Source: an optimization exercise on an open RTL-to-GDS flow (aim: small area). Production flows keep margins and buffers that such runs may drop. In this exercise RTL edits were held to simulation tests only and were not proved equivalent to the original. No activity file was given, so power comes from the tool's default toggle rates.

## flow/design.v (module list and top-level ports; edited modules follow where they fit)
// module sobol_gen_cfg: 31 lines
// module sobol_gen_core: 1373 lines
// module sobol_sequence_generator_top: 119 lines
module sobol_sequence_generator_top #(
  parameter int NUM_DIMS = 8
) (
  input  logic                                 clk,
  input  logic                                 rst_n,
  input  logic                                 in_valid,
  output logic                                 in_stall,
  input  logic                                 in_restart,
  output logic                                 out_valid,
  input  logic                                 out_stall,
  output logic [31:0]                          out_point_index,
  output logic                                 out_last_point,
  output logic [31:0]                          out_coord_0,
  output logic [31:0]                          out_coord_1,
  output logic [31:0]                          out_coord_2,
  output logic [31:0]                          out_coord_3,
  output logic [31:0]                          out_coord_4,
  output logic [31:0]                          out_coord_5,
  output logic [31:0]                          out_coord_6,
  output logic [31:0]                          out_coord_7,
  input  logic                                 psel,
  input  logic                                 penable,
  input  logic                                 pwrite,
  input  logic [sobol_gen_pkg::CFG_ADDR_W-1:0] paddr,
  input  logic [sobol_gen_pkg::CFG_DATA_W-1:0] pwdata,
  output logic [sobol_gen_pkg::CFG_DATA_W-1:0] prdata,
  output logic                                 pready
);
  // ...
==> flow/flow/run.sh <==
#!/bin/bash
# The standard layout (standard.sh: ORFS with the standard flow's config), with these changes:
# - the port buffers buffer_ports inserts are the smallest buffer, buf_1,
#   instead of the tool's default pick; every port still gets its buffer;
# - after synthesis, flow/downsize.tcl swaps each upsized combinational cell
#   for its family's smallest size (same function); the flow's own repair
#   steps then resize or buffer what slew, capacitance and timing need;
# - during placement (flow/smallbuf.tcl) repair buffers only with buf_1/buf_2
#   (or clkbuf_1/clkbuf_2), not larger buffers or delay cells;
# - clock tree synthesis without dummy loads.
# Registers are untouched: the netlist keeps the standard synthesis's flops.
set -euo pipefail
bash standard.sh 'BUFFER_PORTS_ARGS=-buffer_cell sky130_fd_sc_hd__buf_1' \
  "POST_SYNTH_TCL=$(pwd)/flow/downsize.tcl" \
  "PRE_GLOBAL_PLACE_TCL=$(pwd)/flow/smallbuf.tcl" \
  "PRE_RESIZE_TCL=$(pwd)/flow/smallbuf.tcl" \
  'CTS_ARGS=-sink_clustering_enable -repair_clock_nets -buf_list sky130_fd_sc_hd__clkbuf_8 -dont_use_dummy_load' \
  finish > orfs_make.log 2>&1
==> flow/flow/downsize.tcl <==
# Swap every combinational cell that synthesis upsized for its family's
# smallest size; the flow's repair steps then size up or buffer only what
# slew, capacitance and timing need.
set ds_map [dict create \
  sky130_fd_sc_hd__a2111o_2 sky130_fd_sc_hd__a2111o_1 \
  sky130_fd_sc_hd__a2111o_4 sky130_fd_sc_hd__a2111o_1 \
  sky130_fd_sc_hd__a2111oi_1 sky130_fd_sc_hd__a2111oi_0 \
  sky130_fd_sc_hd__a2111oi_2 sky130_fd_sc_hd__a2111oi_0 \
  sky130_fd_sc_hd__a2111oi_4 sky130_fd_sc_hd__a2111oi_0 \
  sky130_fd_sc_hd__a211o_2 sky130_fd_sc_hd__a211o_1 \
  sky130_fd_sc_hd__a211o_4 sky130_fd_sc_hd__a211o_1 \
  sky130_fd_sc_hd__a211oi_2 sky130_fd_sc_hd__a211oi_1 \
  sky130_fd_sc_hd__a211oi_4 sky130_fd_sc_hd__a211oi_1 \
  sky130_fd_sc_hd__a21bo_4 sky130_fd_sc_hd__a21bo_1 \
  sky130_fd_sc_hd__a21boi_2 sky130_fd_sc_hd__a21boi_0 \
  sky130_fd_sc_hd__a21boi_4 sky130_fd_sc_hd__a21boi_0 \
  sky130_fd_sc_hd__a21o_2 sky130_fd_sc_hd__a21o_1 \
  sky130_fd_sc_hd__a21o_4 sky130_fd_sc_hd__a21o_1 \
  sky130_fd_sc_hd__a21oi_2 sky130_fd_sc_hd__a21oi_1 \
  sky130_fd_sc_hd__a21oi_4 sky130_fd_sc_hd__a21oi_1 \
  sky130_fd_sc_hd__a221o_2 sky130_fd_sc_hd__a221o_1 \
  sky130_fd_sc_hd__a221o_4 sky130_fd_sc_hd__a221o_1 \
  sky130_fd_sc_hd__a221oi_2 sky130_fd_sc_hd__a221oi_1 \
  sky130_fd_sc_hd__a221oi_4 sky130_fd_sc_hd__a221oi_1 \
  sky130_fd_sc_hd__a22o_2 sky130_fd_sc_hd__a22o_1 \
  sky130_fd_sc_hd__a22o_4 sky130_fd_sc_hd__a22o_1 \
  sky130_fd_sc_hd__a22oi_2 sky130_fd_sc_hd__a22oi_1 \
  sky130_fd_sc_hd__a22oi_4 sky130_fd_sc_hd__a22oi_1 \
  sky130_fd_sc_hd__a2bb2o_2 sky130_fd_sc_hd__a2bb2o_1 \
  sky130_fd_sc_hd__a2bb2o_4 sky130_fd_sc_hd__a2bb2o_1 \
  sky130_fd_sc_hd__a2bb2oi_2 sky130_fd_sc_hd__a2bb2oi_1 \
  sky130_fd_sc_hd__a2bb2oi_4 sky130_fd_sc_hd__a2bb2oi_1 \
  sky130_fd_sc_hd__a311o_2 sky130_fd_sc_hd__a311o_1 \
  sky130_fd_sc_hd__a311o_4 sky130_fd_sc_hd__a311o_1 \
  sky130_fd_sc_hd__a311oi_2 sky130_fd_sc_hd__a311oi_1 \
  sky130_fd_sc_hd__a311oi_4 sky130_fd_sc_hd__a311oi_1 \
  sky130_fd_sc_hd__a31o_4 sky130_fd_sc_hd__a31o_1 \
  sky130_fd_sc_hd__a31oi_2 sky130_fd_sc_hd__a31oi_1 \
  sky130_fd_sc_hd__a31oi_4 sky130_fd_sc_hd__a31oi_1 \
  sky130_fd_sc_hd__a32o_2 sky130_fd_sc_hd__a32o_1 \
  sky130_fd_sc_hd__a32o_4 sky130_fd_sc_hd__a32o_1 \
  sky130_fd_sc_hd__a32oi_2 sky130_fd_sc_hd__a32oi_1 \
  sky130_fd_sc_hd__a32oi_4 sky130_fd_sc_hd__a32oi_1 \
  sky130_fd_sc_hd__a41o_2 sky130_fd_sc_hd__a41o_1 \
  sky130_fd_sc_hd__a41o_4 sky130_fd_sc_hd__a41o_1 \
  sky130_fd_sc_hd__a41oi_2 sky130_fd_sc_hd__a41oi_1 \
  sky130_fd_sc_hd__a41oi_4 sky130_fd_sc_hd__a41oi_1 \
  sky130_fd_sc_hd__and2_2 sky130_fd_sc_hd__and2_0 \
  sky130_fd_sc_hd__and2_4 sky130_fd_sc_hd__and2_0 \
  sky130_fd_sc_hd__and2b_2 sky130_fd_sc_hd__and2b_1 \
  sky130_fd_sc_hd__and2b_4 sky130_fd_sc_hd__and2b_1 \
  sky130_fd_sc_hd__and3_2 sky130_fd_sc_hd__and3_1 \
  sky130_fd_sc_hd__and3_4 sky130_fd_sc_hd__and3_1 \
  sky130_fd_sc_hd__and3b_2 sky130_fd_sc_hd__and3b_1 \
  sky130_fd_sc_hd__and3b_4 sky130_fd_sc_hd__and3b_1 \
  sky130_fd_sc_hd__and4_2 sky130_fd_sc_hd__and4_1 \
  sky130_fd_sc_hd__and4_4 sky130_fd_sc_hd__and4_1 \
  sky130_fd_sc_hd__and4b_2 sky130_fd_sc_hd__and4b_1 \
  sky130_fd_sc_hd__and4b_4 sky130_fd_sc_hd__and4b_1 \
  sky130_fd_sc_hd__and4bb_4 sky130_fd_sc_hd__and4bb_1 \
  sky130_fd_sc_hd__buf_6 sky130_fd_sc_hd__buf_2 \
  sky130_fd_sc_hd__buf_8 sky130_fd_sc_hd__buf_2 \
  sky130_fd_sc_hd__buf_12 sky130_fd_sc_hd__buf_2 \
  sky130_fd_sc_hd__buf_16 sky130_fd_sc_hd__buf_2 \
  sky130_fd_sc_hd__bufbuf_16 sky130_fd_sc_hd__bufbuf_8 \
  sky130_fd_sc_hd__bufinv_16 sky130_fd_sc_hd__bufinv_8 \
  sky130_fd_sc_hd__clkbuf_2 sky130_fd_sc_hd__clkbuf_1 \
  sky130_fd_sc_hd__clkbuf_4 sky130_fd_sc_hd__clkbuf_1 \
  sky130_fd_sc_hd__clkbuf_8 sky130_fd_sc_hd__clkbuf_1 \
  sky130_fd_sc_hd__clkbuf_16 sky130_fd_sc_hd__clkbuf_1 \
  sky130_fd_sc_hd__clkdlybuf4s15_2 sky130_fd_sc_hd__clkdlybuf4s15_1 \
  sky130_fd_sc_hd__clkdlybuf4s50_2 sky130_fd_sc_hd__clkdlybuf4s50_1 \
  sky130_fd_sc_hd__clkinv_2 sky130_fd_sc_hd__clkinv_1 \
  sky130_fd_sc_hd__clkinv_4 sky130_fd_sc_hd__clkinv_1 \
  sky130_fd_sc_hd__clkinv_8 sky130_fd_sc_hd__clkinv_1 \
  sky130_fd_sc_hd__clkinv_16 sky130_fd_sc_hd__clkinv_1 \
  sky130_fd_sc_hd__clkinvlp_4 sky130_fd_sc_hd__clkinvlp_2 \
  sky130_fd_sc_hd__ebufn_2 sky130_fd_sc_hd__ebufn_1 \
  sky130_fd_sc_hd__ebufn_4 sky130_fd_sc_hd__ebufn_1 \
  sky130_fd_sc_hd__ebufn_8 sky130_fd_sc_hd__ebufn_1 \
  sky130_fd_sc_hd__einvn_1 sky130_fd_sc_hd__einvn_0 \
  sky130_fd_sc_hd__einvn_2 sky130_fd_sc_hd__einvn_0 \
  sky130_fd_sc_hd__einvn_4 sky130_fd_sc_hd__einvn_0 \
  sky130_fd_sc_hd__einvn_8 sky130_fd_sc_hd__einvn_0 \
  sky130_fd_sc_hd__einvp_2 sky130_fd_sc_hd__einvp_1 \
  sky130_fd_sc_hd__einvp_4 sky130_fd_sc_hd__einvp_1 \
  sky130_fd_sc_hd__einvp_8 sky130_fd_sc_hd__einvp_1 \
  sky130_fd_sc_hd__fa_2 sky130_fd_sc_hd__fa_1 \
  sky130_fd_sc_hd__fa_4 sky130_fd_sc_hd__fa_1 \
  sky130_fd_sc_hd__ha_2 sky130_fd_sc_hd__ha_1 \
  sky130_fd_sc_hd__ha_4 sky130_fd_sc_hd__ha_1 \
  sky130_fd_sc_hd__inv_4 sky130_fd_sc_hd__inv_1 \
  sky130_fd_sc_hd__inv_6 sky130_fd_sc_hd__inv_1 \
  sky130_fd_sc_hd__inv_8 sky130_fd_sc_hd__inv_1 \
  sky130_fd_sc_hd__inv_12 sky130_fd_sc_hd__inv_1 \
  sky130_fd_sc_hd__inv_16 sky130_fd_sc_hd__inv_1 \
  sky130_fd_sc_hd__maj3_2 sky130_fd_sc_hd__maj3_1 \
  sky130_fd_sc_hd__maj3_4 sky130_fd_sc_hd__maj3_1 \
  sky130_fd_sc_hd__mux2_4 sky130_fd_sc_hd__mux2_1 \
  sky130_fd_sc_hd__mux2_8 sky130_fd_sc_hd__mux2_1 \
  sky130_fd_sc_hd__mux4_4 sky130_fd_sc_hd__mux4_2 \
  sky130_fd_sc_hd__mux4_1 sky130_fd_sc_hd__mux4_2 \
  sky130_fd_sc_hd__nand2_2 sky130_fd_sc_hd__nand2_1 \
  sky130_fd_sc_hd__nand2_4 sky130_fd_sc_hd__nand2_1 \
  sky130_fd_sc_hd__nand2_8 sky130_fd_sc_hd__nand2_1 \
  sky130_fd_sc_hd__nand2b_2 sky130_fd_sc_hd__nand2b_1 \
  sky130_fd_sc_hd__nand2b_4 sky130_fd_sc_hd__nand2b_1 \
  sky130_fd_sc_hd__nand3_2 sky130_fd_sc_hd__nand3_1 \
  sky130_fd_sc_hd__nand3_4 sky130_fd_sc_hd__nand3_1 \
  sky130_fd_sc_hd__nand3b_2 sky130_fd_sc_hd__nand3b_1 \
  sky130_fd_sc_hd__nand3b_4 sky130_fd_sc_hd__nand3b_1 \
  sky130_fd_sc_hd__nand4_2 sky130_fd_sc_hd__nand4_1 \
  sky130_fd_sc_hd__nand4_4 sky130_fd_sc_hd__nand4_1 \
  sky130_fd_sc_hd__nand4b_2 sky130_fd_sc_hd__nand4b_1 \
  sky130_fd_sc_hd__nand4b_4 sky130_fd_sc_hd__nand4b_1 \
  sky130_fd_sc_hd__nand4bb_2 sky130_fd_sc_hd__nand4bb_1 \
  sky130_fd_sc_hd__nand4bb_4 sky130_fd_sc_hd__nand4bb_1 \
  sky130_fd_sc_hd__nor2_2 sky130_fd_sc_hd__nor2_1 \
  sky130_fd_sc_hd__nor2_4 sky130_fd_sc_hd__nor2_1 \
  sky130_fd_sc_hd__nor2_8 sky130_fd_sc_hd__nor2_1 \
  sky130_fd_sc_hd__nor2b_2 sky130_fd_sc_hd__nor2b_1 \
  sky130_fd_sc_hd__nor2b_4 sky130_fd_sc_hd__nor2b_1 \
  sky130_fd_sc_hd__nor3_2 sky130_fd_sc_hd__nor3_1 \
  sky130_fd_sc_hd__nor3_4 sky130_fd_sc_hd__nor3_1 \
  sky130_fd_sc_hd__nor3b_2 sky130_fd_sc_hd__nor3b_1 \
  sky130_fd_sc_hd__nor3b_4 sky130_fd_sc_hd__nor3b_1 \
  sky130_fd_sc_hd__nor4_2 sky130_fd_sc_hd__nor4_1 \
  sky130_fd_sc_hd__nor4_4 sky130_fd_sc_hd__nor4_1 \
  sky130_fd_sc_hd__nor4b_2 sky130_fd_sc_hd__nor4b_1 \
  sky130_fd_sc_hd__nor4b_4 sky130_fd_sc_hd__nor4b_1 \
  sky130_fd_sc_hd__nor4bb_2 sky130_fd_sc_hd__nor4bb_1 \
  sky130_fd_sc_hd__nor4bb_4 sky130_fd_sc_hd__nor4bb_1 \
  sky130_fd_sc_hd__o2111a_2 sky130_fd_sc_hd__o2111a_1 \
  sky130_fd_sc_hd__o2111a_4 sky130_fd_sc_hd__o2111a_1 \
  sky130_fd_sc_hd__o2111ai_2 sky130_fd_sc_hd__o2111ai_1 \
  sky130_fd_sc_hd__o2111ai_4 sky130_fd_sc_hd__o2111ai_1 \
  sky130_fd_sc_hd__o211a_4 sky130_fd_sc_hd__o211a_1 \
  sky130_fd_sc_hd__o211ai_2 sky130_fd_sc_hd__o211ai_1 \
  sky130_fd_sc_hd__o211ai_4 sky130_fd_sc_hd__o211ai_1 \
  sky130_fd_sc_hd__o21a_2 sky130_fd_sc_hd__o21a_1 \
  sky130_fd_sc_hd__o21a_4 sky130_fd_sc_hd__o21a_1 \
  sky130_fd_sc_hd__o21ai_2 sky130_fd_sc_hd__o21ai_0 \
  sky130_fd_sc_hd__o21ai_4 sky130_fd_sc_hd__o21ai_0 \
  sky130_fd_sc_hd__o21ba_4 sky130_fd_sc_hd__o21ba_1 \
  sky130_fd_sc_hd__o21bai_2 sky130_fd_sc_hd__o21bai_1 \
  sky130_fd_sc_hd__o21bai_4 sky130_fd_sc_hd__o21bai_1 \
  sky130_fd_sc_hd__o221a_4 sky130_fd_sc_hd__o221a_1 \
  sky130_fd_sc_hd__o221ai_2 sky130_fd_sc_hd__o221ai_1 \
  sky130_fd_sc_hd__o221ai_4 sky130_fd_sc_hd__o221ai_1 \
  sky130_fd_sc_hd__o22a_2 sky130_fd_sc_hd__o22a_1 \
  sky130_fd_sc_hd__o22a_4 sky130_fd_sc_hd__o22a_1 \
  sky130_fd_sc_hd__o22ai_2 sky130_fd_sc_hd__o22ai_1 \
  sky130_fd_sc_hd__o22ai_4 sky130_fd_sc_hd__o22ai_1 \
  sky130_fd_sc_hd__o2bb2a_2 sky130_fd_sc_hd__o2bb2a_1 \
  sky130_fd_sc_hd__o2bb2a_4 sky130_fd_sc_hd__o2bb2a_1 \
  sky130_fd_sc_hd__o2bb2ai_2 sky130_fd_sc_hd__o2bb2ai_1 \
  sky130_fd_sc_hd__o2bb2ai_4 sky130_fd_sc_hd__o2bb2ai_1 \
  sky130_fd_sc_hd__o311a_2 sky130_fd_sc_hd__o311a_1 \
  sky130_fd_sc_hd__o311a_4 sky130_fd_sc_hd__o311a_1 \
  sky130_fd_sc_hd__o311ai_2 sky130_fd_sc_hd__o311ai_0 \
  sky130_fd_sc_hd__o311ai_4 sky130_fd_sc_hd__o311ai_0 \
  sky130_fd_sc_hd__o31a_2 sky130_fd_sc_hd__o31a_1 \
  sky130_fd_sc_hd__o31a_4 sky130_fd_sc_hd__o31a_1 \
  sky130_fd_sc_hd__o31ai_2 sky130_fd_sc_hd__o31ai_1 \
  sky130_fd_sc_hd__o31ai_4 sky130_fd_sc_hd__o31ai_1 \
  sky130_fd_sc_hd__o32a_2 sky130_fd_sc_hd__o32a_1 \
  sky130_fd_sc_hd__o32a_4 sky130_fd_sc_hd__o32a_1 \
  sky130_fd_sc_hd__o32ai_2 sky130_fd_sc_hd__o32ai_1 \
  sky130_fd_sc_hd__o32ai_4 sky130_fd_sc_hd__o32ai_1 \
  sky130_fd_sc_hd__o41a_2 sky130_fd_sc_hd__o41a_1 \
  sky130_fd_sc_hd__o41a_4 sky130_fd_sc_hd__o41a_1 \
  sky130_fd_sc_hd__o41ai_2 sky130_fd_sc_hd__o41ai_1 \
  sky130_fd_sc_hd__o41ai_4 sky130_fd_sc_hd__o41ai_1 \
  sky130_fd_sc_hd__or2_4 sky130_fd_sc_hd__or2_0 \
  sky130_fd_sc_hd__or2b_2 sky130_fd_sc_hd__or2b_1 \
  sky130_fd_sc_hd__or2b_4 sky130_fd_sc_hd__or2b_1 \
  sky130_fd_sc_hd__or3_2 sky130_fd_sc_hd__or3_1 \
  sky130_fd_sc_hd__or3_4 sky130_fd_sc_hd__or3_1 \
  sky130_fd_sc_hd__or3b_4 sky130_fd_sc_hd__or3b_1 \
  sky130_fd_sc_hd__or4_2 sky130_fd_sc_hd__or4_1 \
  sky130_fd_sc_hd__or4_4 sky130_fd_sc_hd__or4_1 \
  sky130_fd_sc_hd__or4b_4 sky130_fd_sc_hd__or4b_1 \
  sky130_fd_sc_hd__or4bb_2 sky130_fd_sc_hd__or4bb_1 \
  sky130_fd_sc_hd__or4bb_4 sky130_fd_sc_hd__or4bb_1 \
  sky130_fd_sc_hd__sdlclkp_2 sky130_fd_sc_hd__sdlclkp_1 \
  sky130_fd_sc_hd__sdlclkp_4 sky130_fd_sc_hd__sdlclkp_1 \
  sky130_fd_sc_hd__xnor2_2 sky130_fd_sc_hd__xnor2_1 \
  sky130_fd_sc_hd__xnor2_4 sky130_fd_sc_hd__xnor2_1 \
  sky130_fd_sc_hd__xnor3_2 sky130_fd_sc_hd__xnor3_1 \
  sky130_fd_sc_hd__xnor3_4 sky130_fd_sc_hd__xnor3_1 \
  sky130_fd_sc_hd__xor2_2 sky130_fd_sc_hd__xor2_1 \
  sky130_fd_sc_hd__xor2_4 sky130_fd_sc_hd__xor2_1 \
  sky130_fd_sc_hd__xor3_2 sky130_fd_sc_hd__xor3_1 \
  sky130_fd_sc_hd__xor3_4 sky130_fd_sc_hd__xor3_1 \
]
set ds_count 0
foreach inst [[ord::get_db_block] getInsts] {
  set m [[$inst getMaster] getName]
  if { [dict exists $ds_map $m] } {
    replace_cell [$inst getName] [dict get $ds_map $m]
    incr ds_count
  }
}
puts "downsize.tcl: swapped $ds_count cells for their smallest size"
==> flow/flow/smallbuf.tcl <==
set_dont_use [get_lib_cells {sky130_fd_sc_hd__buf_4 sky130_fd_sc_hd__buf_6 sky130_fd_sc_hd__buf_8 sky130_fd_sc_hd__buf_12 sky130_fd_sc_hd__buf_16 sky130_fd_sc_hd__clkbuf_4 sky130_fd_sc_hd__clkbuf_8 sky130_fd_sc_hd__clkbuf_16 sky130_fd_sc_hd__dlygate4sd* sky130_fd_sc_hd__dlymetal6s* sky130_fd_sc_hd__clkdlybuf4s* sky130_fd_sc_hd__bufbuf_* sky130_fd_sc_hd__bufinv_*}]
==> flow/standard.sh <==
#!/bin/bash
# synth_recipe.tcl (not shown) runs the flow's synth.tcl, then flattens the netlist and writes it again
# the make line also repeats each setting of config.mk as NAME=value (left out here)
make -C /OpenROAD-flow-scripts/flow DESIGN_CONFIG=/design/flow/config.mk WORK_HOME=/design/flow/orfs CLKGATE_MAP_FILE= SYNTH_SCRIPT=/design/flow/synth_recipe.tcl "${@:-finish}"
==> flow/config.mk <==
export PLATFORM = sky130hd
export DESIGN_NAME = sobol_sequence_generator_top
export DESIGN_NICKNAME = sobol_sequence_generator_top
export VERILOG_FILES = /design/flow/design.v
export SDC_FILE = /design/flow/constraint.sdc
export NUM_CORES = 4
export LEC_CHECK = 0
export CAP_MARGIN = 20
export CORE_MARGIN = 2
export CORE_UTILIZATION = 65
export CTS_BUF_LIST = sky130_fd_sc_hd__clkbuf_8
export PLACE_DENSITY = 0.8
export SLEW_MARGIN = 20
==> flow/constraint.sdc <==
create_clock -name core_clock -period 7.0 [get_ports {clk}]
set_input_delay 1.4000 -clock core_clock [delete_from_list [all_inputs] [get_ports {clk}]]
set_output_delay 1.4000 -clock core_clock [all_outputs]
set_load 0.01 [all_outputs]
==> metrics.yaml, run 1 <==
clock_tree:
  cts_sinks: 73
  cts_root_buffer: "clkbuf_8"
global_routing:
  antenna_found_initial: 1
  busiest_layer: "met2"
  grt_use_total_pct: 44.6
  grtUsageMet1_pct: 53.8
sta:
  max_freq_mhz: 173
  finalCritPeriodShare_pct: 82.4
  drv_slew: 0
  worst_hold_slack_ns: 0.524
  fin_crit_ns: 5.77
floorplanning:
  start_util_pct: 66.6
cells_and_area:
  fin_util_pct: 76.6
  bufAreaShareNonClock_pct: 12.2
  area_growth_pct: 15.1
  antenna_cells: 0
  reg.largest.list: "idx (32), u_cfg.run_len_n (32), u_cfg.dims (4)"
power:
  maxPowerGroup: "combinational logic"
  switchingPower_mw: 2.52
  seqPwrFrac_pct: 10.9
  leakagePower_nw: 5.07
setup_path:
  worst_setup_path_end_kind: "primary output"
  max_stage_delay_ns: 0.89
  cpMaxStageDelayCell: "xor2_1"
  rr_endpoint: "idx[30]"
  critPathBufInv: 1
  arrival_ns: 4.37
drt:
  vias_per_cell: 6.02
  routedWlPerCell_um: 21.8
status:
  run_status: "no timing/DRC/antenna violations"
yosys:
  synth_cells: 1396
  avgSynthCellArea_um2: 7.91
worst_hold_path:
  hold_end: "out_valid_r"
placed_design:
  gp_congestion: 1.05
  dpl-instance-area_um2: 12600
run:
  cap_violations: 0
==> run 2: changes to the inputs <==
--- a/flow/config.mk
+++ b/flow/config.mk
@@ -7,7 +7,7 @@
 export LEC_CHECK = 0
 export CAP_MARGIN = 20
 export CORE_MARGIN = 2
-export CORE_UTILIZATION = 65
+export CORE_UTILIZATION = 70
 export CTS_BUF_LIST = sky130_fd_sc_hd__clkbuf_8
-export PLACE_DENSITY = 0.8
+export PLACE_DENSITY = 0.85
 export SLEW_MARGIN = 20
==> metrics.yaml, run 2 <==
status:
  run_status: "no timing/DRC/antenna violations"
setup_path:
  cpMaxStageDelayCell: "ha_1"
  arrival_ns: 4.37  # about the same
  worst_setup_path_end_kind: "primary output"
  path_cells: "ha_1, xnor2_1, xor2_1, xor2_1, xor2_1, xor2_1, xnor2_1, nor2_1, buf_1"
  max_stage_delay_ns: 0.84  # -0.05 ns
  worstSetupPathType: "register to primary output"
  cp_max_fo: 14
  worst_setup_path_start_kind: "register"
  critPathRequiredTime_ns: 5.60
  reg2reg_depth: 8
  crit_top_cell: "xor2_1"
power:
  power_frac_comb_pct: 83.6
  powerDensity_nw_per_um2: 363
  leakagePower_nw: 5.08  # +0.21%
  seqPwrFrac_pct: 10.8  # about the same
  swShare_pct: 55.5
  internal-power_mw: 2.05
  vdd_drop_max_mv: 0.369
  switchingPower_mw: 2.56  # +1.6%
  clkPwrFrac_pct: 5.6
  p_total_mw: 4.62
clock_tree:
  cts_tree: "built"
  clockBufferDepth: 2
  cts_setup_buffers: 0
  cts_resized: 0
  clk_pin_slew_ns: 0.07
  cts_made_buffers: 9
  hold_buffers: 0
  cts_root_buffer: "clkbuf_8"
  clk_latency_ns: 0.37
  cts_sinks: 73  # unchanged
  ctsHtreeMaxLevel: 3
cells_and_area:
  fin_nets: 1850
  final_common_cell: "buf_1"
  final_cell_mix: "405 x buf_1, 390 x xnor2_1, 229 x nor2_1"
  layout-drive-gt1-share_pct: 2.26
  antenna_cells: 0  # unchanged
  reg.largest.list: "idx (32), u_cfg.run_len_n (32), u_cfg.dims (4)"
  area_growth_pct: 15.1  # about the same
drt:
  drt_wl_total_um: 44000
  first_iter_violations: 1355
  drc: 0
  vias_per_cell: 6.28  # +4.3%
  dr.pass1.iters: 6
  routedWlPerCell_um: 22.7  # +4.3%
  ant_nets: 0
  vias: 12200
floorplanning:
  dieArea_um2: 16800
  die_y_um: 130
  rows: 45
  fp.dieW_um: 130
  core_area_um2: 15300
  start_util_pct: 72.1  # +5.5 points
  top_level_ports: 368
global_routing:
  grt_overflow: 0
  grt_use_total_pct: 49.4  # +4.8 points
  grt_pass1_vias: 11100
  grt_max_degree: 42
  antenna_found_initial: 0  # -1
  grt_pass1_wl_um: 62400
sta:
  worstMarginPinSlew_ns: 1.17
  grt_setup_unrepaired: "false"
  finalCritPeriodShare_pct: 82.5  # +0.094 points
  max-slew-margin-rel_pct: 21.7
  max_freq_mhz: 173  # -0.11%
  drv_slew: 0  # unchanged
  hold_violations: 0
  finClkSkew_ns: 0.0233
  setup_ws_ns: 1.23
  tns_ns: 0
  fin_crit_ns: 5.77  # +0.00657 ns
  finalSetupViolCount: 0
placed_design:
  pre_cts_slack_ns: 1.71
  gp_congestion: 1.09  # +3.3%
  io_buffers: 364
  post-dp-hpwl_um: 33700
yosys:
  avgSynthCellArea_um2: 7.91  # unchanged
  synthesis.area_um2: 11000
  syn_nets: 1519
  yosysWarnings: 2
  synth_cells: 1396  # unchanged
run:
  cap_violations: 0  # unchanged
worst_hold_path:
  hold_class: "register to register"
  min_path_cells: 2
run 2: power by group through the flow:
stage	sequential [mW]	clock [mW]	combinational [mW]
after global routing	0.501	0.263	4.10
after global placement	0.506	0	3.72
after CTS	0.498	0.252	3.78
final	0.500	0.258	3.86
after detailed placement	0.507	0	3.77
after floorplan	0.495	0	2.62
run 2: critical path: cells and delay by family (launching register included):
family | cells | cell delay [ns]
buffers and inverters | 1 | 0.16
flip-flops | 1 | 0.68
adder cells (fa/ha/maj) | 1 | 0.84
XOR/XNOR | 6 | 2.20
AND/OR/NAND/NOR | 1 | 0.13
run 2: stage by stage:
| step | instances | area, µm² | util (%) | hold slack, ns |
|---|---|---|---|---|
| after floorplan | 1396 | 11000 | - | 0.473 |
| after global placement | 1926 | 12600 | 82.0 | 0.493 |
| after detailed placement | 1926 | 12600 | 82.0 | 0.540 |
| after CTS | 1935 | 12700 | 82.8 | 0.553 |
| after global routing | 1936 | 12700 | 83.0 | 0.576 |
| final | 1936 | 12700 | 83.0 | 0.557 |
run 2: path summary, 6_finish.rpt:
| path | startpoint | endpoint | slack, ns |
|---|---|---|---|
| max reg2reg | idx[0] | idx[31] | 3.92 |
| max | idx[26] | out_coord_4[15] | 1.23 |
| min | in_valid_r | out_valid_r | 0.56 |
| min reg2reg | in_valid_r | out_valid_r | 0.56 |
run 2: cell type report:
cell class,count,area [µm²]
Inverter,19,71.3
Sequential cell,73,1790
Clock buffer,9,124
Fill cell,966,2610
Timing Repair Buffer,411,1560
Tap cell,211,264
Multi-Input combinational cell,1213,8900
run 2: metal layers:
metal	up-vias	track usage (%)	share of wire, %
li1	5166	-	-
met5	-	0	0
met2	1117	81.4	45
met1	5548	57.2	34
met4	0	38.2	9.3
met3	329	8.26	12
==> run 3: changes to the inputs <==
--- a/flow/flow/run.sh
+++ b/flow/flow/run.sh
@@ -14,5 +14,5 @@
   "POST_SYNTH_TCL=$(pwd)/flow/downsize.tcl" \
   "PRE_GLOBAL_PLACE_TCL=$(pwd)/flow/smallbuf.tcl" \
   "PRE_RESIZE_TCL=$(pwd)/flow/smallbuf.tcl" \
-  'CTS_ARGS=-sink_clustering_enable -repair_clock_nets -buf_list sky130_fd_sc_hd__clkbuf_8 -dont_use_dummy_load' \
+  'CTS_ARGS=-sink_clustering_enable -repair_clock_nets -buf_list sky130_fd_sc_hd__clkbuf_8 -sink_clustering_size 30 -sink_clustering_max_diameter 250 -dont_use_dummy_load' \
   finish > orfs_make.log 2>&1
--- a/flow/config.mk
+++ b/flow/config.mk
@@ -7,7 +7,7 @@
 export LEC_CHECK = 0
 export CAP_MARGIN = 20
 export CORE_MARGIN = 2
-export CORE_UTILIZATION = 70
+export CORE_UTILIZATION = 65
 export CTS_BUF_LIST = sky130_fd_sc_hd__clkbuf_8
-export PLACE_DENSITY = 0.85
+export PLACE_DENSITY = 0.8
 export SLEW_MARGIN = 20
==> metrics.yaml, run 3 <==
status:
  run_status: "no timing/DRC/antenna violations"
setup_path:
  cpMaxStageDelayCell: "xor2_1"
  crit_family: "XOR/XNOR gates"
  cp_max_fo: 14  # unchanged
  worst_setup_path_end_kind: "primary output"
  crit_top_cell: "xnor2_1"
  critPathBufInv: 1  # unchanged
  arrival_ns: 4.37  # about the same
  critPathRequiredTime_ns: 5.60  # about the same
  path_cells: "ha_1, xnor2_1, xor2_1, xnor2_1, xnor2_1, xnor2_1, xnor2_1, nor2_1, buf_1"
  max_stage_delay_ns: 0.89  # +0.05 ns
  worst_setup_path_start_kind: "register"
  worstSetupPathType: "register to primary output"
placed_design:
  pre_cts_slack_ns: 1.77  # +0.0669 ns
  post-dp-hpwl_um: 33000  # -2.1%
  io_buffers: 364  # unchanged
  gp_congestion: 1.05  # -3.2%
drt:
  first_iter_violations: 1051  # -22%
  vias: 11700  # -3.8%
  dr.pass1.iters: 6  # unchanged
  ant_nets: 0  # unchanged
  vias_per_cell: 6.02  # -4.1%
  routedWlPerCell_um: 21.8  # -4.2%
  drt_wl_total_um: 42400  # -3.8%
  drc: 0  # unchanged
yosys:
  syn_nets: 1519  # unchanged
  synth_cells: 1396  # unchanged
  yosysWarnings: 2  # unchanged
  avgSynthCellArea_um2: 7.91  # unchanged
  synthesis.area_um2: 11000  # unchanged
clock_tree:
  clk_latency_ns: 0.35  # -0.02 ns
  cts_root_buffer: "clkbuf_8"
  clk_pin_slew_ns: 0.07  # about the same
  cts_tree: "built"
  cts_setup_buffers: 0  # unchanged
  cts_sinks: 73  # unchanged
  clockBufferDepth: 2  # unchanged
  cts_made_buffers: 9  # unchanged
  hold_buffers: 0  # unchanged
  cts_resized: 0  # unchanged
  ctsHtreeMaxLevel: 3  # unchanged
power:
  vdd_drop_max_mv: 0.397  # +7.4%
  powerDensity_nw_per_um2: 360  # -0.86%
  leakagePower_nw: 5.07  # -0.21%
global_routing:
  grt_pass1_wl_um: 61300  # -1.9%
  antenna_found_initial: 1  # +1
  grt_pass1_vias: 10600  # -4.5%
  grt_max_degree: 47  # +12%
  grt_use_total_pct: 44.6  # -4.8 points
  grt_overflow: 0  # unchanged
worst_hold_path:
  hold_class: "register to register"
sta:
  max_freq_mhz: 173  # +0.11%
  finalSetupViolCount: 0  # unchanged
  hold_violations: 0  # unchanged
  drv_slew: 0  # unchanged
  worstMarginPinSlew_ns: 1.20  # +0.0303 ns
  finalCritPeriodShare_pct: 82.4  # -0.094 points
  grt_setup_unrepaired: "false"
  max-slew-margin-rel_pct: 20.2  # -1.5 points
  setup_ws_ns: 1.23  # +0.00657 ns
  worst_hold_slack_ns: 0.524  # -0.0323 ns
  finClkSkew_ns: 0.0137  # -0.00959 ns
  tns_ns: 0  # unchanged
  fin_crit_ns: 5.77  # -0.00657 ns
floorplanning:
  die_y_um: 134  # +3.7%
  start_util_pct: 66.6  # -5.5 points
  dieArea_um2: 18000  # +7.4%
  rows: 47  # +4.4%
  fp.dieW_um: 134  # +3.7%
  core_area_um2: 16600  # +8.3%
  top_level_ports: 368  # unchanged
cells_and_area:
  seqCellArea_um2: 1790  # unchanged
  final_common_cell: "buf_1"
  multi_input_area_um2: 8900  # about the same
  n_fill_cell: 1368  # +42%
  antenna_cells: 0  # unchanged
  area_growth_pct: 15.1  # about the same
  reg.largest.list: "idx (32), u_cfg.run_len_n (32), u_cfg.dims (4)"
  layout-drive-gt1-share_pct: 2.15  # -0.11 points
  fin_nets: 1849  # -0.054%
  final_cell_mix: "405 x buf_1, 391 x xnor2_1, 229 x nor2_1"
run:
  cap_violations: 0  # unchanged
[run 3: cell types whose count changed in the layout (fill, tap and decap cells not counted), sizes merged]
cell,previous run,this run
buf,411,410
[run 3: metrics by stage]
step | power (mW) | utilization (%) | instance area [µm²] | cells
after global placement | 4.24 | 75.9 | 12600 | 1935
final | 4.58 | 76.6 | 12700 | 1944
after global routing | 4.82 | 76.6 | 12700 | 1944
after CTS | 4.52 | 76.6 | 12700 | 1944
after detailed placement | 4.27 | 75.9 | 12600 | 1935
after floorplan | 3.11 | - | 11000 | 1396
[run 3: per-layer routing]
metal	global-route usage [%]	vias to the layer above	routed length, µm	part of all wire, %
met5	0	-	16	0.038
met4	26.5	2	2670	6.3
met3	7.90	193	4490	11
met2	74.3	885	19900	47
met1	53.8	5465	15300	36
li1	-	5159	-	-
[run 3: final cells by class]
| cell class | count | share of cell area [%] |
|---|---|---|
| clock buffers | 9 | 0.975 |
| inverters | 19 | 0.561 |
| multi-input cells | 1213 | 70.0 |
| flip-flops and latches | 73 | 14.1 |
| well taps | 220 | 2.17 |
| repair buffers | 410 | 12.2 |
[run 3: final timing paths]
| path | slack [ns] | startpoint | end | cells past startpoint |
|---|---|---|---|---|
| setup / recovery | 1.23 | idx[26] | out_coord_6[31] | 9 |
| hold / removal | 0.52 | in_valid_r | out_valid_r | 2 |
| setup reg to reg | 3.87 | idx[3] | idx[30] | 8 |
| hold reg to reg | 0.52 | in_valid_r | out_valid_r | 2 |
[run 3: power breakdown]
group / leakage [nW] / switching, mW / internal (mW)
registers: 0.645 / 0.0357 / 0.463
clock network: 0.0647 / 0.140 / 0.115
logic: 4.35 / 2.35 / 1.47
total: 5.07 / 2.52 / 2.05
[run 3: worst reg2reg max path, delay by kind of cell, from the launching register on]
kind / cells / cell delay (ns)
simple gates: 5 / 1.61
xor+xnor: 1 / 0.30
compound gates: 1 / 0.15
flops: 1 / 0.52
fa+ha+maj: 1 / 0.27
==> run 4: changes to the inputs <==
--- a/flow/flow/run.sh
+++ b/flow/flow/run.sh
@@ -14,5 +14,5 @@
   "POST_SYNTH_TCL=$(pwd)/flow/downsize.tcl" \
   "PRE_GLOBAL_PLACE_TCL=$(pwd)/flow/smallbuf.tcl" \
   "PRE_RESIZE_TCL=$(pwd)/flow/smallbuf.tcl" \
-  'CTS_ARGS=-sink_clustering_enable -repair_clock_nets -buf_list sky130_fd_sc_hd__clkbuf_8 -sink_clustering_size 30 -sink_clustering_max_diameter 250 -dont_use_dummy_load' \
+  'CTS_ARGS=-sink_clustering_enable -repair_clock_nets -buf_list sky130_fd_sc_hd__clkbuf_16 -root_buf sky130_fd_sc_hd__clkbuf_16 -dont_use_dummy_load' \
   finish > orfs_make.log 2>&1
==> metrics.yaml, run 4 <==
sta:
  grt_setup_unrepaired: "false"
  hold_violations: 0  # unchanged
  setup_ws_ns: 1.29  # +0.0595 ns
  worstMarginPinSlew_ns: 1.22  # +0.0227 ns
  drv_slew: 0  # unchanged
  finalCritPeriodShare_pct: 81.5  # -0.85 points
  finClkSkew_ns: 0.0127  # -0.00105 ns
  max-slew-margin-rel_pct: 18.7  # -1.5 points
  max_freq_mhz: 175  # +1.0%
  tns_ns: 0  # unchanged
  fin_crit_ns: 5.71  # -0.0595 ns
  finalSetupViolCount: 0  # unchanged
yosys:
  avgSynthCellArea_um2: 7.91  # unchanged
  synthesis.area_um2: 11000  # unchanged
  yosysWarnings: 2  # unchanged
  synth_cells: 1396  # unchanged
  syn_nets: 1519  # unchanged
cells_and_area:
  final_common_cell: "buf_1"
  layout-drive-gt1-share_pct: 2.15  # unchanged
  area_growth_pct: 16.0
  reg.largest.list: "idx (32), u_cfg.run_len_n (32), u_cfg.dims (4)"
  antenna_cells: 0  # unchanged
  fin_util_pct: 77.2  # +0.61 points
  final_cell_mix: "405 x buf_1, 391 x xnor2_1, 229 x nor2_1"
  fin_nets: 1849  # unchanged
  fin_area_um2: 12800  # +0.80%
clock_tree:
  clockBufferDepth: 2  # unchanged
  clk_pin_slew_ns: 0.05  # -0.02 ns
  cts_setup_buffers: 0  # unchanged
  clk_latency_ns: 0.34  # about the same
  ctsHtreeMaxLevel: 3  # unchanged
  cts_root_buffer: "clkbuf_16"
  hold_buffers: 0  # unchanged
  cts_resized: 0  # unchanged
  cts_sinks: 73  # unchanged
  cts_tree: "built"
  cts_made_buffers: 9  # unchanged
setup_path:
  worst_setup_path_start_kind: "register"
  rr_endpoint: "idx[29]"
  max_stage_delay_ns: 0.84  # -0.05 ns
  arrival_ns: 4.31  # -0.06 ns
  crit_start: "idx[28]"
  crit_top_cell: "xnor2_1"
  critPathRequiredTime_ns: 5.60  # about the same
  cpMaxStageDelayCell: "buf_1"
  endpoint: "out_coord_7[26]"
  reg2reg_depth: 8  # unchanged
  path_cells: "xnor2_2, xnor2_1, buf_1, xnor2_1, xnor2_1, xnor2_1, mux2i_1, buf_1"
  cp_max_fo: 12  # -2
  r2r-start: "idx[3]"
  worstSetupPathType: "register to primary output"
  r2r_setup_slack_ns: 3.86  # about the same
  worst_setup_path_end_kind: "primary output"
drt:
  drt_wl_total_um: 42800  # +0.97%
  first_iter_violations: 1121  # +6.7%
  vias_per_cell: 6.01  # -0.21%
  ant_nets: 0  # unchanged
  routedWlPerCell_um: 22.0  # +0.97%
  vias: 11700  # -0.21%
  dr.pass1.iters: 6  # unchanged
  drc: 0  # unchanged
floorplanning:
  start_util_pct: 66.6  # unchanged
  die_y_um: 134  # unchanged
  dieArea_um2: 18000  # unchanged
  fp.dieW_um: 134  # unchanged
  core_area_um2: 16600  # unchanged
  top_level_ports: 368  # unchanged
  rows: 47  # unchanged
global_routing:
  grt_max_degree: 47  # unchanged
  grt_pass1_vias: 10600  # +0.30%
  grt_pass1_wl_um: 62000  # +1.2%
  antenna_found_initial: 1  # unchanged
  grt_overflow: 0  # unchanged
  grt_use_total_pct: 45.3  # +0.68 points
placed_design:
  pre_cts_slack_ns: 1.77  # unchanged
  gp_congestion: 1.05  # unchanged
  post-dp-hpwl_um: 33000  # unchanged
  io_buffers: 364  # unchanged
  dpl-instance-area_um2: 12600  # unchanged
power:
  vdd_drop_max_mv: 0.397  # +0.14%
  leakagePower_nw: 5.11  # +0.91%
  powerDensity_nw_per_um2: 367  # +1.8%
  p_total_mw: 4.70  # +2.6%
run:
  cap_violations: 0  # unchanged
worst_hold_path:
  min_path_cells: 2  # unchanged
  min_from: "in_valid_r"
  hold_class: "register to register"
status:
  run_status: "no timing/DRC/antenna violations"
==> run 4: routing by layer <==
| layer | share of wire, % | GRT usage, % |
|---|---|---|
| met1 | 37 | 54.9 |
| met2 | 47 | 75.9 |
| met3 | 9.9 | 6.95 |
| met4 | 6.4 | 26.8 |
| met5 | 0 | 0 |
==> run 4: final cells by class <==
type                    count  area (µm²)
multi-input cells        1213        8900
fillers                  1342        3780
flip-flops and latches     73        1790
repair buffers            410        1550
well taps                 220         275
clock buffers               9         225
inverters                  19        71.3
==> run 4: worst min path at each step <==
stage / to / slack (ns)
finish: out_valid_r / 0.53
global route: out_valid_r / 0.58
CTS: out_valid_r / 0.52
detailed placement: out_valid_r / 0.51
global placement: out_valid_r / 0.49
floorplan: out_valid_r / 0.47
==> run 4: critical path, delay by kind of cell (launching register included) <==
| kind | cells | cell delay (ns) |
|---|---|---|
| DFF | 1 | 0.66 |
| xor gates and xnor gates | 5 | 2.09 |
| muxes | 1 | 0.21 |
| buffers and inverters | 2 | 1.01 |
==> run 4: where the power goes <==
| part | switching (mW) | leakage, nW | internal (mW) |
|---|---|---|---|
| sequential | 0.0357 | 0.645 | 0.464 |
| clock | 0.156 | 0.111 | 0.225 |
| combinational | 2.34 | 4.35 | 1.47 |
| total | 2.53 | 5.11 | 2.16 |
==> run 4: through the flow <==
stage | hold WS, ns | instances
after detailed placement | 0.507 | 1935
after floorplan | 0.473 | 1396
after global routing | 0.581 | 1944
after CTS | 0.521 | 1944
final | 0.527 | 1944
after global placement | 0.495 | 1935
==> run 5: changes to the inputs <==
--- a/flow/flow/run.sh
+++ b/flow/flow/run.sh
@@ -14,5 +14,5 @@
   "POST_SYNTH_TCL=$(pwd)/flow/downsize.tcl" \
   "PRE_GLOBAL_PLACE_TCL=$(pwd)/flow/smallbuf.tcl" \
   "PRE_RESIZE_TCL=$(pwd)/flow/smallbuf.tcl" \
-  'CTS_ARGS=-sink_clustering_enable -repair_clock_nets -buf_list sky130_fd_sc_hd__clkbuf_16 -root_buf sky130_fd_sc_hd__clkbuf_16 -dont_use_dummy_load' \
+  'CTS_ARGS=-sink_clustering_enable -repair_clock_nets -buf_list sky130_fd_sc_hd__clkbuf_8 -sink_buffer_max_cap_derate 1.0 -dont_use_dummy_load' \
   finish > orfs_make.log 2>&1
==> metrics.yaml, run 5 <==
placed_design:
  dpl-instance-area_um2: 12600  # unchanged
  placed_cells: 1935  # unchanged
  gp_congestion: 1.05  # unchanged
  io_buffers: 364  # unchanged
  post-dp-hpwl_um: 33000  # unchanged
setup_path:
  critPathRequiredTime_ns: 5.60  # about the same
  arrival_ns: 4.37  # +0.06 ns
  cp_max_fo: 14  # +2
  worst_setup_path_end_kind: "primary output"
  r2r_setup_slack_ns: 3.87  # about the same
  worstSetupPathType: "register to primary output"
  worst_setup_path_start_kind: "register"
worst_hold_path:
  hold_class: "register to register"
drt:
  vias_per_cell: 6.02  # +0.21%
  vias: 11700  # +0.21%
  ant_nets: 0  # unchanged
  first_iter_violations: 1051  # -6.2%
  drt_wl_total_um: 42400  # -0.96%
  drc: 0  # unchanged
  routedWlPerCell_um: 21.8  # -0.96%
  dr.pass1.iters: 6  # unchanged
global_routing:
  antenna_found_initial: 1  # unchanged
  grt_use_total_pct: 44.6  # -0.68 points
  grt_max_degree: 47  # unchanged
  grt_pass1_vias: 10600  # -0.30%
  grt_overflow: 0  # unchanged
  grt_pass1_wl_um: 61300  # -1.2%
sta:
  worstMarginPinSlew_ns: 1.20  # -0.0227 ns
  finalSetupViolCount: 0  # unchanged
  drv_slew: 0  # unchanged
  grt_setup_unrepaired: "false"
  fin_crit_ns: 5.77  # +0.0595 ns
  max_freq_mhz: 173  # -1.0%
  worst_hold_slack_ns: 0.524  # -0.00283 ns
  max-slew-margin-rel_pct: 20.2  # +1.5 points
  finalCritPeriodShare_pct: 82.4  # +0.85 points
  finClkSkew_ns: 0.0137  # +0.00105 ns
  tns_ns: 0  # unchanged
  hold_violations: 0  # unchanged
cells_and_area:
  layout-drive-gt1-share_pct: 2.15  # unchanged
  fin_area_um2: 12700  # -0.79%
  reg.largest.list: "idx (32), u_cfg.run_len_n (32), u_cfg.dims (4)"
  n_fill_cell: 1368  # +1.9%
  area_growth_pct: 15.1
  antenna_cells: 0  # unchanged
  final_common_cell: "buf_1"
  final_cell_mix: "405 x buf_1, 391 x xnor2_1, 229 x nor2_1"
  fin_cells: 1944  # unchanged
  fin_nets: 1849  # unchanged
power:
  vdd_drop_max_mv: 0.397  # -0.14%
  powerDensity_nw_per_um2: 360  # -1.8%
  leakagePower_nw: 5.07  # -0.90%
yosys:
  avgSynthCellArea_um2: 7.91  # unchanged
  yosysWarnings: 2  # unchanged
  synth_cells: 1396  # unchanged
  syn_nets: 1519  # unchanged
  synthesis.area_um2: 11000  # unchanged
floorplanning:
  rows: 47  # unchanged
  die_y_um: 134  # unchanged
  top_level_ports: 368  # unchanged
  fp.dieW_um: 134  # unchanged
  start_util_pct: 66.6  # unchanged
  dieArea_um2: 18000  # unchanged
  core_area_um2: 16600  # unchanged
clock_tree:
  clockBufferDepth: 2  # unchanged
  cts_made_buffers: 9  # unchanged
  cts_root_buffer: "clkbuf_8"
  cts_resized: 0  # unchanged
  clk_pin_slew_ns: 0.07  # +0.02 ns
  hold_buffers: 0  # unchanged
  cts_tree: "built"
  cts_sinks: 73  # unchanged
  cts_setup_buffers: 0  # unchanged
  ctsHtreeMaxLevel: 3  # unchanged
  clk_latency_ns: 0.35  # about the same
status:
  run_status: "no timing/DRC/antenna violations"
run:
  cap_violations: 0  # unchanged
-- run 5: cell type report --
type                       instances  area (µm²)  share of cell area [%]
timing repair buffer             410        1550                    12.2
sequential                        73        1790                    14.1
multi-input combinational       1213        8900                    70.0
inverter                          19        71.3                   0.561
tap                              220         275                    2.17
clock buffer                       9         124                   0.975
-- run 5: metal layers --
metal  global-route usage, %  vias up  routed length, µm
li1                        -     5159                  -
met1                    53.8     5465              15300
met2                    74.3      885              19900
met3                    7.90      193               4490
met4                    26.5        2               2670
met5                       0        -                 16
-- run 5: where the power goes --
| group | internal (mW) | switching, mW |
|---|---|---|
| combinational | 1.47 | 2.35 |
| clock | 0.115 | 0.140 |
| sequential | 0.463 | 0.0357 |
| total | 2.05 | 2.52 |
-- run 5: worst paths after layout --
path	end	cells past startpoint	startpoint
hold / removal	out_valid_r	2	in_valid_r
hold reg to reg	out_valid_r	2	in_valid_r
setup / recovery	out_coord_6[31]	9	idx[26]
setup reg to reg	idx[30]	8	idx[3]
-- run 5: worst max-delay path, stage by stage (launching register included) --
cell      delay [ns]
edfxtp_1        0.68
ha_1            0.86
xnor2_1         0.24
xor2_1          0.89
xnor2_1         0.34
xnor2_1         0.23
xnor2_1         0.32
xnor2_1         0.11
nor2_1          0.16
buf_1           0.18
-- run 5: per-stage QoR --
stage                     setup slack, ns  power, mW  util (%)
after floorplan                      2.53       3.11         -
after global placement               1.84       4.24      75.9
after detailed placement             1.77       4.27      75.9
after CTS                            1.38       4.52      76.6
after global routing                 1.23       4.82      76.6
final                                1.23       4.58      76.6
==> run 6: changes to the inputs <==
==> flow/flow/run.sh (replaced) <==
#!/bin/bash
# The standard layout (standard.sh: ORFS with the standard flow's config), with these changes:
# - the port buffers buffer_ports inserts are the smallest buffer, buf_1,
#   instead of the tool's default pick; every port still gets its buffer;
# - after synthesis, flow/downsize.tcl swaps each upsized combinational cell
#   for its family's smallest size (same function) and splits each
#   three-input XOR cell into two two-input XORs (smaller); the flow's own
#   repair steps then resize or buffer what slew, capacitance and timing need;
# - during placement (flow/smallbuf.tcl) repair buffers only with buf_1/buf_2
#   (or clkbuf_1/clkbuf_2), not larger buffers or delay cells;
# - clock tree synthesis without dummy loads.
# Registers are untouched: the netlist keeps the standard synthesis's flops.
set -euo pipefail
bash standard.sh 'BUFFER_PORTS_ARGS=-buffer_cell sky130_fd_sc_hd__buf_1' \
  "POST_SYNTH_TCL=$(pwd)/flow/downsize.tcl" \
  "PRE_GLOBAL_PLACE_TCL=$(pwd)/flow/smallbuf.tcl" \
  "PRE_RESIZE_TCL=$(pwd)/flow/smallbuf.tcl" \
  'CTS_ARGS=-sink_clustering_enable -repair_clock_nets -buf_list sky130_fd_sc_hd__clkbuf_8 -dont_use_dummy_load' \
  finish > orfs_make.log 2>&1
--- a/flow/flow/downsize.tcl
+++ b/flow/flow/downsize.tcl
@@ -202,3 +202,37 @@
   }
 }
 puts "downsize.tcl: swapped $ds_count cells for their smallest size"
+# Split each three-input XOR/XNOR cell (23.8 um2) into two two-input ones
+# (17.5 um2): X = A ^ B ^ C becomes t = A ^ B, X = t ^ C (xnor3: X = ~(t ^ C)).
+set ds_db [ord::get_db]
+set ds_block [ord::get_db_block]
+set ds_xor2 [$ds_db findMaster sky130_fd_sc_hd__xor2_1]
+set ds_xnor2 [$ds_db findMaster sky130_fd_sc_hd__xnor2_1]
+set ds_split 0
+foreach inst [$ds_block getInsts] {
+  set m [[$inst getMaster] getName]
+  if { ![string match sky130_fd_sc_hd__xor3_* $m] && ![string match sky130_fd_sc_hd__xnor3_* $m] } { continue }
+  set na [[$inst findITerm A] getNet]
+  set nb [[$inst findITerm B] getNet]
+  set nc [[$inst findITerm C] getNet]
+  set nx [[$inst findITerm X] getNet]
+  set name [$inst getName]
+  set t [odb::dbNet_create $ds_block "${name}_s3t"]
+  set i1 [odb::dbInst_create $ds_block $ds_xor2 "${name}_s3a"]
+  if { [string match *xnor3* $m] } {
+    set i2 [odb::dbInst_create $ds_block $ds_xnor2 "${name}_s3b"]
+    set o2 Y
+  } else {
+    set i2 [odb::dbInst_create $ds_block $ds_xor2 "${name}_s3b"]
+    set o2 X
+  }
+  odb::dbInst_destroy $inst
+  [$i1 findITerm A] connect $na
+  [$i1 findITerm B] connect $nb
+  [$i1 findITerm X] connect $t
+  [$i2 findITerm A] connect $t
+  [$i2 findITerm B] connect $nc
+  [$i2 findITerm $o2] connect $nx
+  incr ds_split
+}
+puts "split3.tcl: split $ds_split three-input XOR cells"
==> metrics.yaml, run 6 <==
status:
  run_status: "no timing/DRC/antenna violations"
global_routing:
  grt_max_degree: 34  # -28%
  antenna_found_initial: 0  # -1
  grt_pass1_vias: 10900  # +3.4%
  grt_overflow: 0  # unchanged
  grt_use_total_pct: 45.6  # +1.0 points
  grt_pass1_wl_um: 62600  # +2.3%
sta:
  finClkSkew_ns: 0.0183  # +0.00457 ns
  tns_ns: 0  # unchanged
  max-slew-margin-rel_pct: 19.0  # -1.2 points
  finalCritPeriodShare_pct: 82.4  # about the same
  worstMarginPinSlew_ns: 1.21  # +0.0143 ns
  max_freq_mhz: 173  # about the same
  fin_crit_ns: 5.77  # +0.00317 ns
  finalSetupViolCount: 0  # unchanged
  grt_setup_unrepaired: "false"
  drv_slew: 0  # unchanged
  hold_violations: 0  # unchanged
  worst_hold_slack_ns: 0.525  # +0.000895 ns
  setup_ws_ns: 1.23  # -0.00317 ns
clock_tree:
  clk_latency_ns: 0.37  # +0.02 ns
  cts_tree: "built"
  ctsHtreeMaxLevel: 3  # unchanged
  cts_root_buffer: "clkbuf_8"
  clockBufferDepth: 2  # unchanged
  cts_made_buffers: 9  # unchanged
  clk_pin_slew_ns: 0.08  # about the same
  cts_sinks: 73  # unchanged
  cts_resized: 0  # unchanged
  cts_setup_buffers: 0  # unchanged
  hold_buffers: 0  # unchanged
placed_design:
  pre_cts_slack_ns: 1.74  # -0.0296 ns
  post-dp-hpwl_um: 33200  # +0.52%
  gp_congestion: 1.05  # about the same
  io_buffers: 364  # unchanged
  dpl-instance-area_um2: 12600  # about the same
floorplanning:
  fp.dieW_um: 134  # about the same
  die_y_um: 134  # about the same
  core_area_um2: 16600  # unchanged
  rows: 47  # unchanged
  start_util_pct: 66.5  # about the same
  dieArea_um2: 18000  # about the same
  top_level_ports: 368  # unchanged
yosys:
  syn_nets: 1521  # +0.13%
  synth_cells: 1398  # +0.14%
  avgSynthCellArea_um2: 7.89  # -0.23%
  yosysWarnings: 2  # unchanged
  synthesis.area_um2: 11000  # about the same
cells_and_area:
  layout-drive-gt1-share_pct: 2.25  # +0.11 points
  final_cell_mix: "408 x buf_1, 394 x xnor2_1, 229 x nor2_1"
  area_growth_pct: 15.3
  final_common_cell: "buf_1"
  antenna_cells: 0  # unchanged
  reg.largest.list: "idx (32), u_cfg.run_len_n (32), u_cfg.dims (4)"
  fin_nets: 1857  # +0.43%
  n_fill_cell: 1316  # -3.8%
  fin_area_um2: 12700  # about the same
drt:
  vias: 11700  # -0.094%
  first_iter_violations: 1283  # +22%
  dr.pass1.iters: 6  # unchanged
  drt_wl_total_um: 43200  # +1.9%
  ant_nets: 0  # unchanged
  vias_per_cell: 5.99  # -0.50%
  routedWlPerCell_um: 22.1  # +1.5%
  drc: 0  # unchanged
setup_path:
  rr_endpoint: "idx[31]"
  r2r-start: "idx[2]"
  r2r_setup_slack_ns: 3.94  # +0.07 ns
  critPathRequiredTime_ns: 5.60  # about the same
  max_stage_delay_ns: 0.76  # -0.13 ns
  cp_max_fo: 9  # -5
  worst_setup_path_start_kind: "register"
  arrival_ns: 4.37  # about the same
  path_cells: "ha_1, xor2_1, xnor2_1, xor2_1, xor2_1, xor2_1, xor2_1, xnor2_1, nor2_1, buf_1"
  worst_setup_path_end_kind: "primary output"
  crit_top_cell: "xor2_1"
  worstSetupPathType: "register to primary output"
  cpMaxStageDelayCell: "xor2_1"
  reg2reg_depth: 8  # unchanged
power:
  vdd_drop_max_mv: 0.414  # +4.4%
  leakagePower_nw: 5.06  # -0.13%
  swShare_pct: 55.4  # +0.25 points
  p_total_mw: 4.59  # +0.39%
  powerDensity_nw_per_um2: 361  # +0.32%
  clkPwrFrac_pct: 5.7  # about the same
  seqPwrFrac_pct: 10.9  # about the same
  switchingPower_mw: 2.54  # +0.84%
  power_frac_comb_pct: 83.5  # about the same
  internal-power_mw: 2.05  # -0.17%
worst_hold_path:
  min_path_cells: 2  # unchanged
  min_from: "in_valid_r"
  hold_end: "out_valid_r"
  hold_class: "register to register"
run:
  cap_violations: 0  # unchanged
run 6: routing by layer:
| layer | routed length (µm) | up-vias | global-route usage (%) |
|---|---|---|---|
| li1 | - | 5192 | - |
| met1 | 15400 | 5375 | 54.4 |
| met2 | 19800 | 912 | 74.3 |
| met3 | 4820 | 214 | 9.22 |
| met4 | 3170 | 0 | 30.4 |
| met5 | 0 | - | 0 |
run 6: per-stage QoR:
step | util [%] | cells
6_report | 76.7 | 1952
5_1_grt | 76.7 | 1952
2_1_floorplan | - | 1398
3_5_place_dp | 75.9 | 1943
4_1_cts | 76.6 | 1952
3_3_place_gp | 75.8 | 1942
run 6: layout make-up:
cell class	instances	area, µm²	area share, %
Tap cell	220	275	2.17
Clock buffer	9	124	0.974
Multi-Input combinational cell	1215	8880	69.8
Inverter	19	71.3	0.561
Sequential cell	73	1790	14.1
Timing Repair Buffer	416	1570	12.4
run 6: worst max-delay path: cells and delay by family (launching register included):
kind	cells	cell delay (ns)
and+or+nand+nor	1	0.05
DFF	1	0.58
buffers and inverters	1	0.16
xor gates and xnor gates	7	2.49
adders and majority gates	1	0.72
run 6: how the worst max path moves through the flow:
stage	start	endpoint	depth (start not counted)
after floorplan	idx[14]	out_coord_5[26]	10
after global placement	idx[23]	out_coord_5[26]	10
after detailed placement	idx[23]	out_coord_5[28]	10
after CTS	idx[23]	out_coord_5[28]	10
after global routing	idx[23]	out_coord_5[28]	10
final	idx[23]	out_coord_5[28]	10
run 6: power by group through the flow:
stage	sequential, mW	combinational [mW]	clock (mW)
2_1_floorplan	0.495	2.62	0
3_3_place_gp	0.506	3.74	0
3_5_place_dp	0.507	3.77	0
4_1_cts	0.498	3.78	0.258
5_1_grt	0.500	4.07	0.271
6_report	0.500	3.83	0.260

==> re-timing with driven ports <==
How much do the figures lean on ideal ports? The routed layouts below were timed once more, with nothing changed but the port constraints. Step 1: set_driving_cell puts a clkbuf_16 on clk and a buf_2 on each other input, an assumption about the parent block. Step 2 adds t to the input delays and takes it off the output delays; t is the mean of the earliest and latest rising clock arrival at the registers after step 1. Input paths then give back, and output paths get back, about the clock's delay inside the block. a / b / c = ideal / step 1 / step 2; a / b = the first two.
| run | t, ns | setup WS [ns] | worst hold slack (ns) | latest minus earliest clock arrival (ns) | cell pins on the clock port's net |
|---|---|---|---|---|---|
| run 1 | 0.380 | 1.233 / 1.197 / 1.576 | 0.524 / 0.524 / 0.524 | 0.013 / 0.013 | 1 |
| run 2 | 0.390 | 1.226 / 1.190 / 1.580 | 0.557 / 0.557 / 0.557 | 0.024 / 0.024 | 1 |
| run 3 | 0.380 | 1.233 / 1.197 / 1.576 | 0.524 / 0.524 / 0.524 | 0.013 / 0.013 | 1 |
| run 4 | 0.374 | 1.292 / 1.251 / 1.625 | 0.527 / 0.527 / 0.527 | 0.013 / 0.012 | 1 |
| run 5 | 0.380 | 1.233 / 1.197 / 1.576 | 0.524 / 0.524 / 0.524 | 0.013 / 0.013 | 1 |
| run 6 | 0.396 | 1.230 / 1.195 / 1.590 | 0.525 / 0.525 / 0.525 | 0.019 / 0.019 | 1 |
After both steps setup and hold are still met in every run listed.
